Context: an optimization exercise on an open-source flow, tuned for small area and few clock cycles per item. The choices shown serve that exercise and are no tape-out recipe. Function was not checked in any run shown here: the RTL went through the layout flow alone. Power figures rest on the tool's default switching activity, not on a simulated workload.

## flow/design.v (module list and top-level ports; edited modules follow where they fit)
// module fpu_mul_lopd48: 48 lines
// module fpu_mul_prenorm_pipe: 81 lines
// module fpu_mul_mant_mul: 1523 lines
// module fpu_mul_mant_fin: 25 lines
// module fpu_mul_fa: 4 lines
// module fpu_mul_ha: 4 lines
// module fpu_mul_xn: 3 lines
// module fpu_mul_or: 3 lines
// module fpu_mul_benc: 6 lines
// module fpu_mul_bx: 3 lines
// module fpu_mul_bs2: 4 lines
// module fpu_mul_bs: 3 lines
module fpu_mul_prenorm_pipe #(
  parameter int SIZE_DATA = 8,
  parameter int SIZE_MANT = 24,
  parameter int SIZE_LOPD = 8,
  parameter int BIAS      = 127
) (
  input  logic                   i_clk,
  input  logic                   i_rst_n,
  input  logic                   i_valid,
  output logic                   o_ready,
  input  logic [31:0]            i_data_a,
  input  logic [31:0]            i_data_b,
  output logic                   o_valid,
  input  logic                   i_ready,
  output logic                   o_sign,
  output logic [SIZE_DATA-1:0]   o_data_exp,
  output logic                   o_exp_oor,
  output logic [2*SIZE_MANT-1:0] o_mant_prod,
  output logic                   o_ov_flag,
  output logic                   o_un_flag,
  output logic [SIZE_LOPD-1:0]   o_one_pos,
  output logic                   o_zero_flag
);
  // ...
==> flow/flow/run.sh <==
#!/bin/bash
# The standard layout, except that the port buffers are sky130_fd_sc_hd__buf_1
# cells (resized later by repair as needed) instead of the delay cells
# buffer_ports picks by default, and clock tree synthesis inserts no dummy loads.
set -euo pipefail
bash standard.sh 'BUFFER_PORTS_ARGS=-buffer_cell sky130_fd_sc_hd__buf_1' \
  'CTS_ARGS=-sink_clustering_enable -repair_clock_nets -dont_use_dummy_load -buf_list sky130_fd_sc_hd__clkbuf_8' \
  finish > orfs_make.log 2>&1
==> flow/standard.sh <==
#!/bin/bash
# synth_recipe.tcl (not shown) runs the flow's synth.tcl, then flattens the netlist and writes it again
# the make line also repeats each setting of config.mk as NAME=value (left out here)
make -C /OpenROAD-flow-scripts/flow DESIGN_CONFIG=/design/flow/config.mk WORK_HOME=/design/flow/orfs CLKGATE_MAP_FILE= SYNTH_SCRIPT=/design/flow/synth_recipe.tcl "${@:-finish}"
==> flow/config.mk <==
export PLATFORM = sky130hd
export DESIGN_NAME = fpu_mul_prenorm_pipe
export DESIGN_NICKNAME = fpu_mul_prenorm_pipe
export VERILOG_FILES = /design/flow/design.v
export SDC_FILE = /design/flow/constraint.sdc
export NUM_CORES = 4
export LEC_CHECK = 0
export CAP_MARGIN = 5
export CORE_MARGIN = 2
export CORE_UTILIZATION = 40
export CTS_BUF_LIST = sky130_fd_sc_hd__clkbuf_8
export GPL_TIMING_DRIVEN = 0
export SLEW_MARGIN = 5
export SYNTH_HIERARCHICAL = 1
export SYNTH_MINIMUM_KEEP_SIZE = 0
==> flow/constraint.sdc <==
create_clock -name core_clock -period 8.0 [get_ports {i_clk}]
set_input_delay 1.6000 -clock core_clock [delete_from_list [all_inputs] [get_ports {i_clk}]]
set_output_delay 1.6000 -clock core_clock [all_outputs]
set_load 0.01 [all_outputs]
==> qor.csv, run 1 <==
metric,value,unit
layout.cells.non_filler,2061,
n_tap_cell,518,
fill_cells,3699,
synth-xor-area-share,18.2,%
mostFrequentLayoutCells,"fa_1 (297), a22oi_1 (288), xor2_1 (282)",
p_sw,0.00396,W
die_w,202,µm
sh_seq_area,11.5,%
critPathLaunch,i_data_b[11],
crit_type,in2reg,
nonClockBufferCount,159,
ios,139,
cts.repair.resized,1,
final_util,44.5,%
die_y,202,µm
grt_overflow,0,
clockBufferCount,9,
status,no timing/DRC/antenna violations,
synth_compound_area_share,18.1,%
cpPeakStageDelay,700,ps
rr_endpoint,r_sn[1]$_DFFE_PP_,
inverters,53,
busiest_layer,met2,
p_int,0.00401,W
setup.worst_path.end,r_sn[37]$_DFFE_PP_,
layout-drive-gt1-share,6.61,%
mostFrequentLayoutCell,fa_1,
multi_input_area,0.0136,mm²
cp_common_cell,fa_1,
slew_violations,0,
==> module fpu_mul_prenorm_pipe, before the edit <==
module fpu_mul_prenorm_pipe #(
  parameter int SIZE_DATA = 8,
  parameter int SIZE_MANT = 24,
  parameter int SIZE_LOPD = 8,
  parameter int BIAS      = 127
) (
  input  logic                   i_clk,
  input  logic                   i_rst_n,
  input  logic                   i_valid,
  output logic                   o_ready,
  input  logic [31:0]            i_data_a,
  input  logic [31:0]            i_data_b,
  output logic                   o_valid,
  input  logic                   i_ready,
  output logic                   o_sign,
  output logic [SIZE_DATA-1:0]   o_data_exp,
  output logic                   o_exp_oor,
  output logic [2*SIZE_MANT-1:0] o_mant_prod,
  output logic                   o_ov_flag,
  output logic                   o_un_flag,
  output logic [SIZE_LOPD-1:0]   o_one_pos,
  output logic                   o_zero_flag
);
  localparam int FP_W    = fpu_mul_pkg::FP_W;
  localparam int EXP_W   = fpu_mul_pkg::EXP_W;
  localparam int FRAC_W  = fpu_mul_pkg::FRAC_W;
  localparam int NBLK    = 8;
  logic                       a_nz, b_nz;
  logic [EXP_W-1:0]           ea, eb;
  logic [SIZE_MANT-1:0]       ma, mb;
  logic [EXP_W:0]             exp_t;
  logic                       exp_oor;
  logic                       r_valid;
  logic                       r_sign;
  logic [SIZE_DATA-1:0]       r_exp;
  logic                       r_oor;
  logic [2*SIZE_MANT-1:0]     r_sn;
  logic [NBLK-2:0]            r_gn;
  logic [2*SIZE_MANT-1:0]     r_prod;
  logic                       load;
  logic [2*SIZE_MANT-1:0]     mul_sn;
  logic [NBLK-2:0]            mul_gn;
  assign a_nz = |i_data_a[FP_W-2:FRAC_W];
  assign b_nz = |i_data_b[FP_W-2:FRAC_W];
  assign ea   = a_nz ? i_data_a[FP_W-2:FRAC_W] : EXP_W'(1);
  assign eb   = b_nz ? i_data_b[FP_W-2:FRAC_W] : EXP_W'(1);
  assign ma   = {a_nz, i_data_a[FRAC_W-1:0]};
  assign mb   = {b_nz, i_data_b[FRAC_W-1:0]};
  assign exp_t   = {1'b0, ea} + {1'b0, eb} + (EXP_W+1)'(1);
  assign exp_oor = exp_t[EXP_W] ? (exp_t[EXP_W-1] | (&exp_t[EXP_W-2:0]))
                                : (~exp_t[EXP_W-1] | ~(|exp_t[EXP_W-2:0]));
  fpu_mul_mant_mul u_mul (.a(ma), .b(mb), .sn(mul_sn), .gn(mul_gn));
  assign load    = ~r_valid | i_ready;
  assign o_ready = load;
  always_ff @(posedge i_clk or negedge i_rst_n) begin
    if (!i_rst_n) r_valid <= 1'b0;
    else if (load) r_valid <= i_valid;
  end
  always_ff @(posedge i_clk) begin
    if (load && i_valid) begin
      r_sign <= i_data_a[FP_W-1] ^ i_data_b[FP_W-1];
      r_exp  <= {~exp_t[EXP_W-1], exp_t[EXP_W-2:0]};
      r_oor  <= exp_oor;
      r_sn   <= mul_sn;
      r_gn   <= mul_gn;
    end
  end
  fpu_mul_mant_fin u_fin (.sn(r_sn), .gn(r_gn), .p(r_prod));
  fpu_mul_lopd48 #(.SIZE_LOPD(SIZE_LOPD)) u_lopd (
    .prod    (r_prod),
    .one_pos (o_one_pos),
    .zero    (o_zero_flag)
  );
  assign o_valid     = r_valid;
  assign o_sign      = r_sign;
  assign o_data_exp  = r_exp;
  assign o_exp_oor   = r_oor;
  assign o_mant_prod = r_prod;
  assign o_ov_flag   = r_prod[47];
  assign o_un_flag   = ~r_prod[47] & r_prod[46];
endmodule
==> module fpu_mul_mant_fin, before the edit <==
module fpu_mul_mant_fin (
  input  logic [47:0] sn,
  input  logic [6:0] gn,
  output logic [47:0] p
);
  logic [47:0] s;
  logic [7:0] cin;
  assign s = ~sn;
  assign cin[0] = 1'b0;
  assign p[10:0] = s[10:0] + 11'(cin[0]);
  assign cin[1] = ~gn[0] | (cin[0] & (&s[10:0]));
  assign p[17:11] = s[17:11] + 7'(cin[1]);
  assign cin[2] = ~gn[1] | (cin[1] & (&s[17:11]));
  assign p[22:18] = s[22:18] + 5'(cin[2]);
  assign cin[3] = ~gn[2] | (cin[2] & (&s[22:18]));
  assign p[27:23] = s[27:23] + 5'(cin[3]);
  assign cin[4] = ~gn[3] | (cin[3] & (&s[27:23]));
  assign p[32:28] = s[32:28] + 5'(cin[4]);
  assign cin[5] = ~gn[4] | (cin[4] & (&s[32:28]));
  assign p[37:33] = s[37:33] + 5'(cin[5]);
  assign cin[6] = ~gn[5] | (cin[5] & (&s[37:33]));
  assign p[42:38] = s[42:38] + 5'(cin[6]);
  assign cin[7] = ~gn[6] | (cin[6] & (&s[42:38]));
  assign p[47:43] = s[47:43] + 5'(cin[7]);
endmodule
==> run 2, diff against run 1 <==
--- a/flow/design.v
+++ b/flow/design.v
@@ -92,17 +92,17 @@
   output logic                   o_ov_flag,
   output logic                   o_un_flag,
   output logic [SIZE_LOPD-1:0]   o_one_pos,
   output logic                   o_zero_flag
 );
   localparam int FP_W    = fpu_mul_pkg::FP_W;
   localparam int EXP_W   = fpu_mul_pkg::EXP_W;
   localparam int FRAC_W  = fpu_mul_pkg::FRAC_W;
-  localparam int NBLK    = 8;
+  localparam int NBLK    = 7;
   logic                       a_nz, b_nz;
   logic [EXP_W-1:0]           ea, eb;
   logic [SIZE_MANT-1:0]       ma, mb;
   logic [EXP_W:0]             exp_t;
   logic                       exp_oor;
   logic                       r_valid;
   logic                       r_sign;
   logic [SIZE_DATA-1:0]       r_exp;
@@ -151,17 +151,17 @@
   assign o_mant_prod = r_prod;
   assign o_ov_flag   = r_prod[47];
   assign o_un_flag   = ~r_prod[47] & r_prod[46];
 endmodule
 module fpu_mul_mant_mul (
   input  logic [23:0] a,
   input  logic [23:0] b,
   output logic [47:0] sn,
-  output logic [6:0] gn
+  output logic [5:0] gn
 );
   logic [11:0] one, two;
   logic [10:0] neg, negn;
   logic [25:0] u0;
   logic [25:0] u1;
   logic [25:0] u2;
   logic [25:0] u3;
   logic [25:0] u4;
@@ -808,16 +808,17 @@
   logic k621;
   logic k622;
   logic k623;
   logic k624;
   logic k625;
   logic k626;
   logic k627;
   logic k628;
+  logic k629;
   fpu_mul_benc u_e0 (.b({b[1], b[0], 1'b0}), .one(one[0]), .two(two[0]), .neg(neg[0]), .negn(negn[0]));
   fpu_mul_bx u_x0_0 (.a(a[0]), .n(b[1]), .u(u0[1]));
   fpu_mul_bx u_x0_1 (.a(a[1]), .n(b[1]), .u(u0[2]));
   fpu_mul_bx u_x0_2 (.a(a[2]), .n(b[1]), .u(u0[3]));
   fpu_mul_bx u_x0_3 (.a(a[3]), .n(b[1]), .u(u0[4]));
   fpu_mul_bx u_x0_4 (.a(a[4]), .n(b[1]), .u(u0[5]));
   fpu_mul_bx u_x0_5 (.a(a[5]), .n(b[1]), .u(u0[6]));
   fpu_mul_bx u_x0_6 (.a(a[6]), .n(b[1]), .u(u0[7]));
@@ -1638,72 +1639,69 @@
   fpu_mul_fa u_k602 (.a(c522), .b(s523), .c(k601), .s(sn[15]), .co(k602));
   fpu_mul_fa u_k603 (.a(c524), .b(s525), .c(k602), .s(sn[16]), .co(k603));
   fpu_mul_fa u_gn_1 (.a(c526), .b(s527), .c(k603), .s(sn[17]), .co(gn[1]));
   fpu_mul_xn u_xk604 (.a(c528), .b(s529), .y(sn[18]));
   fpu_mul_or u_k604 (.a(c528), .b(s529), .y(k604));
   fpu_mul_fa u_k605 (.a(c530), .b(s531), .c(k604), .s(sn[19]), .co(k605));
   fpu_mul_fa u_k606 (.a(c532), .b(s533), .c(k605), .s(sn[20]), .co(k606));
   fpu_mul_fa u_k607 (.a(c534), .b(s535), .c(k606), .s(sn[21]), .co(k607));
-  fpu_mul_fa u_gn_2 (.a(c536), .b(s537), .c(k607), .s(sn[22]), .co(gn[2]));
-  fpu_mul_xn u_xk608 (.a(c538), .b(s539), .y(sn[23]));
-  fpu_mul_or u_k608 (.a(c538), .b(s539), .y(k608));
-  fpu_mul_fa u_k609 (.a(c540), .b(s541), .c(k608), .s(sn[24]), .co(k609));
+  fpu_mul_fa u_k608 (.a(c536), .b(s537), .c(k607), .s(sn[22]), .co(k608));
+  fpu_mul_fa u_gn_2 (.a(c538), .b(s539), .c(k608), .s(sn[23]), .co(gn[2]));
+  fpu_mul_xn u_xk609 (.a(c540), .b(s541), .y(sn[24]));
+  fpu_mul_or u_k609 (.a(c540), .b(s541), .y(k609));
   fpu_mul_fa u_k610 (.a(c542), .b(s543), .c(k609), .s(sn[25]), .co(k610));
   fpu_mul_fa u_k611 (.a(c544), .b(s545), .c(k610), .s(sn[26]), .co(k611));
-  fpu_mul_fa u_gn_3 (.a(c546), .b(s547), .c(k611), .s(sn[27]), .co(gn[3]));
-  fpu_mul_xn u_xk612 (.a(c548), .b(s549), .y(sn[28]));
-  fpu_mul_or u_k612 (.a(c548), .b(s549), .y(k612));
-  fpu_mul_fa u_k613 (.a(c550), .b(s551), .c(k612), .s(sn[29]), .co(k613));
-  fpu_mul_fa u_k614 (.a(c552), .b(s553), .c(k613), .s(sn[30]), .co(k614));
+  fpu_mul_fa u_k612 (.a(c546), .b(s547), .c(k611), .s(sn[27]), .co(k612));
+  fpu_mul_fa u_k613 (.a(c548), .b(s549), .c(k612), .s(sn[28]), .co(k613));
+  fpu_mul_fa u_gn_3 (.a(c550), .b(s551), .c(k613), .s(sn[29]), .co(gn[3]));
+  fpu_mul_xn u_xk614 (.a(c552), .b(s553), .y(sn[30]));
+  fpu_mul_or u_k614 (.a(c552), .b(s553), .y(k614));
   fpu_mul_fa u_k615 (.a(c554), .b(s555), .c(k614), .s(sn[31]), .co(k615));
-  fpu_mul_fa u_gn_4 (.a(c556), .b(s557), .c(k615), .s(sn[32]), .co(gn[4]));
-  fpu_mul_xn u_xk616 (.a(c558), .b(s559), .y(sn[33]));
-  fpu_mul_or u_k616 (.a(c558), .b(s559), .y(k616));
-  fpu_mul_fa u_k617 (.a(c560), .b(s561), .c(k616), .s(sn[34]), .co(k617));
-  fpu_mul_fa u_k618 (.a(c562), .b(s563), .c(k617), .s(sn[35]), .co(k618));
-  fpu_mul_fa u_k619 (.a(c564), .b(s565), .c(k618), .s(sn[36]), .co(k619));
-  fpu_mul_fa u_gn_5 (.a(c566), .b(s567), .c(k619), .s(sn[37]), .co(gn[5]));
-  fpu_mul_xn u_xk620 (.a(c568), .b(s569), .y(sn[38]));
-  fpu_mul_or u_k620 (.a(c568), .b(s569), .y(k620));
-  fpu_mul_fa u_k621 (.a(c570), .b(s571), .c(k620), .s(sn[39]), .co(k621));
-  fpu_mul_fa u_k622 (.a(c572), .b(s573), .c(k621), .s(sn[40]), .co(k622));
-  fpu_mul_fa u_k623 (.a(c574), .b(s575), .c(k622), .s(sn[41]), .co(k623));
-  fpu_mul_fa u_gn_6 (.a(c576), .b(s577), .c(k623), .s(sn[42]), .co(gn[6]));
-  fpu_mul_xn u_xk624 (.a(c578), .b(s579), .y(sn[43]));
-  fpu_mul_or u_k624 (.a(c578), .b(s579), .y(k624));
-  fpu_mul_fa u_k625 (.a(c580), .b(s581), .c(k624), .s(sn[44]), .co(k625));
-  fpu_mul_fa u_k626 (.a(c582), .b(s583), .c(k625), .s(sn[45]), .co(k626));
-  fpu_mul_fa u_k627 (.a(c584), .b(s585), .c(k626), .s(sn[46]), .co(k627));
-  fpu_mul_fa u_k628 (.a(c586), .b(s587), .c(k627), .s(sn[47]), .co(k628));
+  fpu_mul_fa u_k616 (.a(c556), .b(s557), .c(k615), .s(sn[32]), .co(k616));
+  fpu_mul_fa u_k617 (.a(c558), .b(s559), .c(k616), .s(sn[33]), .co(k617));
+  fpu_mul_fa u_k618 (.a(c560), .b(s561), .c(k617), .s(sn[34]), .co(k618));
+  fpu_mul_fa u_gn_4 (.a(c562), .b(s563), .c(k618), .s(sn[35]), .co(gn[4]));
+  fpu_mul_xn u_xk619 (.a(c564), .b(s565), .y(sn[36]));
+  fpu_mul_or u_k619 (.a(c564), .b(s565), .y(k619));
+  fpu_mul_fa u_k620 (.a(c566), .b(s567), .c(k619), .s(sn[37]), .co(k620));
+  fpu_mul_fa u_k621 (.a(c568), .b(s569), .c(k620), .s(sn[38]), .co(k621));
+  fpu_mul_fa u_k622 (.a(c570), .b(s571), .c(k621), .s(sn[39]), .co(k622));
+  fpu_mul_fa u_k623 (.a(c572), .b(s573), .c(k622), .s(sn[40]), .co(k623));
+  fpu_mul_fa u_gn_5 (.a(c574), .b(s575), .c(k623), .s(sn[41]), .co(gn[5]));
+  fpu_mul_xn u_xk624 (.a(c576), .b(s577), .y(sn[42]));
+  fpu_mul_or u_k624 (.a(c576), .b(s577), .y(k624));
+  fpu_mul_fa u_k625 (.a(c578), .b(s579), .c(k624), .s(sn[43]), .co(k625));
+  fpu_mul_fa u_k626 (.a(c580), .b(s581), .c(k625), .s(sn[44]), .co(k626));
+  fpu_mul_fa u_k627 (.a(c582), .b(s583), .c(k626), .s(sn[45]), .co(k627));
+  fpu_mul_fa u_k628 (.a(c584), .b(s585), .c(k627), .s(sn[46]), .co(k628));
+  fpu_mul_fa u_k629 (.a(c586), .b(s587), .c(k628), .s(sn[47]), .co(k629));
 endmodule
 module fpu_mul_mant_fin (
   input  logic [47:0] sn,
-  input  logic [6:0] gn,
+  input  logic [5:0] gn,
   output logic [47:0] p
 );
   logic [47:0] s;
-  logic [7:0] cin;
+  logic [6:0] cin;
   assign s = ~sn;
   assign cin[0] = 1'b0;
   assign p[10:0] = s[10:0] + 11'(cin[0]);
   assign cin[1] = ~gn[0] | (cin[0] & (&s[10:0]));
   assign p[17:11] = s[17:11] + 7'(cin[1]);
   assign cin[2] = ~gn[1] | (cin[1] & (&s[17:11]));
-  assign p[22:18] = s[22:18] + 5'(cin[2]);
-  assign cin[3] = ~gn[2] | (cin[2] & (&s[22:18]));
-  assign p[27:23] = s[27:23] + 5'(cin[3]);
-  assign cin[4] = ~gn[3] | (cin[3] & (&s[27:23]));
-  assign p[32:28] = s[32:28] + 5'(cin[4]);
-  assign cin[5] = ~gn[4] | (cin[4] & (&s[32:28]));
-  assign p[37:33] = s[37:33] + 5'(cin[5]);
-  assign cin[6] = ~gn[5] | (cin[5] & (&s[37:33]));
-  assign p[42:38] = s[42:38] + 5'(cin[6]);
-  assign cin[7] = ~gn[6] | (cin[6] & (&s[42:38]));
-  assign p[47:43] = s[47:43] + 5'(cin[7]);
+  assign p[23:18] = s[23:18] + 6'(cin[2]);
+  assign cin[3] = ~gn[2] | (cin[2] & (&s[23:18]));
+  assign p[29:24] = s[29:24] + 6'(cin[3]);
+  assign cin[4] = ~gn[3] | (cin[3] & (&s[29:24]));
+  assign p[35:30] = s[35:30] + 6'(cin[4]);
+  assign cin[5] = ~gn[4] | (cin[4] & (&s[35:30]));
+  assign p[41:36] = s[41:36] + 6'(cin[5]);
+  assign cin[6] = ~gn[5] | (cin[5] & (&s[41:36]));
+  assign p[47:42] = s[47:42] + 6'(cin[6]);
 endmodule
 module fpu_mul_fa (input logic a, input logic b, input logic c, output logic s, output logic co);
   assign s  = a ^ b ^ c;
   assign co = (a & b) | (a & c) | (b & c);
 endmodule
 module fpu_mul_ha (input logic a, input logic b, output logic s, output logic co);
   assign s  = a ^ b;
   assign co = a & b;
==> run 2 against run 1 <==
  * Still clean on timing, DRC and antenna
  * Synthesized area fell by 0.39%
  * Global-route usage rose by 0.66 points
  * Routed wire length rose by 3.9%
  * Die area fell by 0.38%
  * Fmax rose by 0.34%
  * Via count rose by 0.85%
  * Clock power rose by 4%
  * Sequential share of layout area fell by 0.21 points
  * Clock-buffer cell count did not move
  * Critical path type unchanged
  * Critical endpoint is now r_sn[29]$_DFFE_PP_
  * Highest routed layer unchanged
==> qor.csv, run 2 <==
metric,value,unit,change
min_to,r_valid$_DFFE_PN0N_,,
totalWireLength,49.5,mm,
antenna_found_initial,1,,
syn_area_per_cell,11.3,µm²,
ios,139,,unchanged
finalPower,0.00794,W,
final_util,44.7,%,+0.25 points
power.share.clock,2.7,%,
die_y,202,µm,-0.19%
layout.nets,1949,,
relSlewSlack,4.35,%,
critical_path.cell_chain,buf_4 > nand2b_1 > o22ai_4 > a22oi_1 > fa_1 > fa_1 > fa_1 > fa_1 > fa_1 > or2_1 > fa_1 > fa_1 > fa_1 > fa_1 > fa_1,,
grt_util_met3,4.43,%,
crit_buf_inv,1,,
dpl.cell_count,2045,,
use_met1,34.6,%,
yosys-top-cells-count,"fa_1 (298), a22oi_1 (288), xor2_1 (280)",,
hpwl,37.2,mm,
synth_most_common_cell,fa_1,,
routedWlPerCell,24.0,µm,
synth.distinct_cells,63,,
cts_hold_buf,0,,
die_w,202,µm,-0.19%
synth_top_area_share,38.0,%,
top_regs,"r_sn x48, r_exp x8, r_gn x6",,
reg2reg_slack,6400,ps,
layout.cells.non_filler,2061,,unchanged
cpPeakStageDelay,590,ps,-110 ps
critical_path.startpoint_type,primary input,,
rr_endpoint,r_sn[3]$_DFFE_PP_,,
area_growth,10.2,%,
p_sw_share,49.5,%,
root_buffer,clkbuf_8,,
power_frac_comb,82.6,%,
yosysTopAreaCell,fa_1,,
synth_seq_cells,65,,
slowest_stage,fa_1,,
skew,13.1,ps,
via_count,12257,,
synth.cell_area,0.0157,mm²,
busiest_layer,met2,,
track_usage,24.0,%,
arrival,7900,ps,
drtIter0Drc,1364,,
grt_first_pass_wirelength,75.3,mm,
start_util,40.6,%,
synth_edf_count,64,,
dpl_cell_area,0.0169,mm²,
n_antenna_cell,0,,
max_freq,128,MHz,
io_buffers,136,,
cts_sinks,65,,
r2r-start,r_valid$_DFFE_PN0N_,,
use_met2,37.0,%,
grt_max_degree,65,,
cts_buffers,9,,
grt_overflow,0,,unchanged
fin_area,0.0173,mm²,
hold_path.startpoint,r_valid$_DFFE_PN0N_,,
hold_ws,543,ps,
ys_seq_area_share,12.4,%,
clk_pin_slew,60,ps,
finalCritPeriodShare,97.5,%,
grt_pass1_vias,12718,,
p_sw,0.00393,W,-0.87%
critPathMaxFanout,34,,
whs_path_depth,2,,
htreeDepth,3,,
drt_first_pass_iters,7,,
required,8100,ps,
top_register,r_sn,,
post-cts-setup-buffers,0,,
largest_reg_flops,48,,
rsz0062_at_grt,no,,
endpoint_kind,flop,,
coreArea,0.0386,mm²,
ant_nets,0,,
cp_common_cell,fa_1,,
die-area,0.0408,mm²,
tritoncts,built,,
mostFrequentLayoutCells,"fa_1 (298), a22oi_1 (288), xor2_1 (280)",,
period_needed,7800,ps,
hold_path_class,reg2reg,,
netlist_instances,1383,,
p_int,0.00401,W,about the same
irDropWorstVdd,0.340,mV,
timing_hold_violations_final,0,,
clk_latency,360,ps,
reg2reg_depth,2,,
vias_per_cell,5.95,,
num_rows,72,,
worst_slew_pin_slew,1430,ps,
status,no timing/DRC/antenna violations,,
power_leakage,5.93,nW,
drc,0,,
path_delay_family,adder cells,,
mostFrequentLayoutCell,fa_1,,
power.share.sequential,14.7,%,
clockBufferDepth,2,,
ys.flop_type,edfxtp_1,,
slew_violations,0,,unchanged
ys_warn_count,12,,
layout-drive-gt1-share,6.80,%,+0.19 points
crit_type,in2reg,,
gp_congestion,0.891,,
synth_area_leaders,"fa_1 (38%), xor2_1 (16%), a22oi_1 (14%)",,
drv_cap,0,,
async_flop_share,1.54,%,
powerDensity,459,mW/mm²,
finalSetupViolCount,0,,
[run 2: per-module statistics from Yosys, one instance, submodules excluded, a selection]
| module | copies in the design | flip-flops and latches |
|---|---|---|
| fpu_mul_bs | 12 | 0 |
| fpu_mul_xn | 35 | 0 |
| fpu_mul_bx | 264 | 0 |
| fpu_mul_benc | 11 | 0 |
| fpu_mul_bs2 | 144 | 0 |
| fpu_mul_or | 35 | 0 |
| fpu_mul_mant_mul | 1 | 0 |
| fpu_mul_mant_fin | 1 | 0 |
| fpu_mul_fa | 297 | 0 |
[run 2: cells by family after synthesis]
logic type	synth area share, %
simple gates	8.05
flops	12.4
buf+inv	1.99
other cells	0.0479
xor+xnor	18.4
compound gates	18.1
fa+ha+maj	41.1
[run 2: final cells by class]
type                    count  area, µm²
multi-input cells        1257      13600
fillers                  3691      21400
repair buffers            140        624
plain buffers              20        116
clock buffers               9        124
well taps                 518        648
inverters                  52        195
flip-flops and latches     65       1950
[run 2: per-layer routing]
metal  vias up  wire, µm
li1       5349         -
met1      6250     21700
met2       588     22300
met3        68      4370
met4         2      1190
met5         -        11
[run 2: worst max-delay path by stage]
stage	start	endpoint	cells after the start
2_1_floorplan	i_data_b[2]	r_sn[29]$_DFFE_PP_	14
3_3_place_gp	i_data_b[9]	r_sn[29]$_DFFE_PP_	15
3_5_place_dp	i_data_b[7]	r_sn[29]$_DFFE_PP_	15
4_1_cts	i_data_b[21]	r_sn[29]$_DFFE_PP_	15
5_1_grt	i_data_b[15]	r_sn[35]$_DFFE_PP_	15
6_report	i_data_b[11]	r_sn[29]$_DFFE_PP_	15
[run 2: worst min-delay path, delay by kind of cell (launching register included)]
kind | cells | cell delay [ps]
DFF | 1 | 340
and+or+nand+nor | 2 | 170
[run 2: repair_timing]
| item | CTS | global route |
|---|---|---|
| gates resized for setup | 25 | 6 |
| cloned | 0 | 6 |
| endpoints found under the hold margin | 0 | 0 |
| setup endpoints to repair | 6 | 8 |
| pin swaps | 0 | 7 |
[run 2: through the flow]
| step | setup WS [ps] | TNS [ps] |
|---|---|---|
| after floorplan | 672 | 0 |
| after global placement | -1650 | -26310 |
| after detailed placement | -759 | -5840 |
| after CTS | 25.7 | 0 |
| after global routing | 5.48 | 0 |
| final | 201 | 0 |
[run 2: power groups by stage]
stage               clock network, W  logic, W  registers [W]
floorplan                          0   0.00411        0.00115
global placement                   0   0.00633        0.00117
detailed placement                 0   0.00652        0.00117
CTS                         0.000224   0.00653        0.00117
global route                0.000232   0.00736        0.00119
finish                      0.000211   0.00656        0.00117

## re-timing with driven ports
The results above use ideal ports. As a check the final layouts listed here were re-extracted and re-timed, cells and wires unchanged.
Step 1: set_driving_cell puts a clkbuf_16 on i_clk and a buf_2 on each other input, an assumption about the parent block.
Step 2, shift: input delay + t, output delay - t, t = (earliest + latest rising clock arrival at the registers) / 2. This alone moves slack from input paths to output paths.
a / b / c = ideal / step 1 / step 2; a / b = the first two.
| run | t, ns | slack for setup (ns) | hold slack, ns | worst setup path after step 2 |
|---|---|---|---|---|
| run 1 | 0.354 | 0.174 / 0.171 / -0.183 | 0.544 / 0.544 / 0.544 | input to register |
| run 2 | 0.396 | 0.201 / 0.210 / -0.186 | 0.543 / 0.543 / 0.543 | input to register |
Met with ideal ports but missed after step 2: setup timing in run 1 and run 2. The setup slack of run 2, which loses most, moves by +0.009 ns with the drivers and by -0.387 ns with both steps.
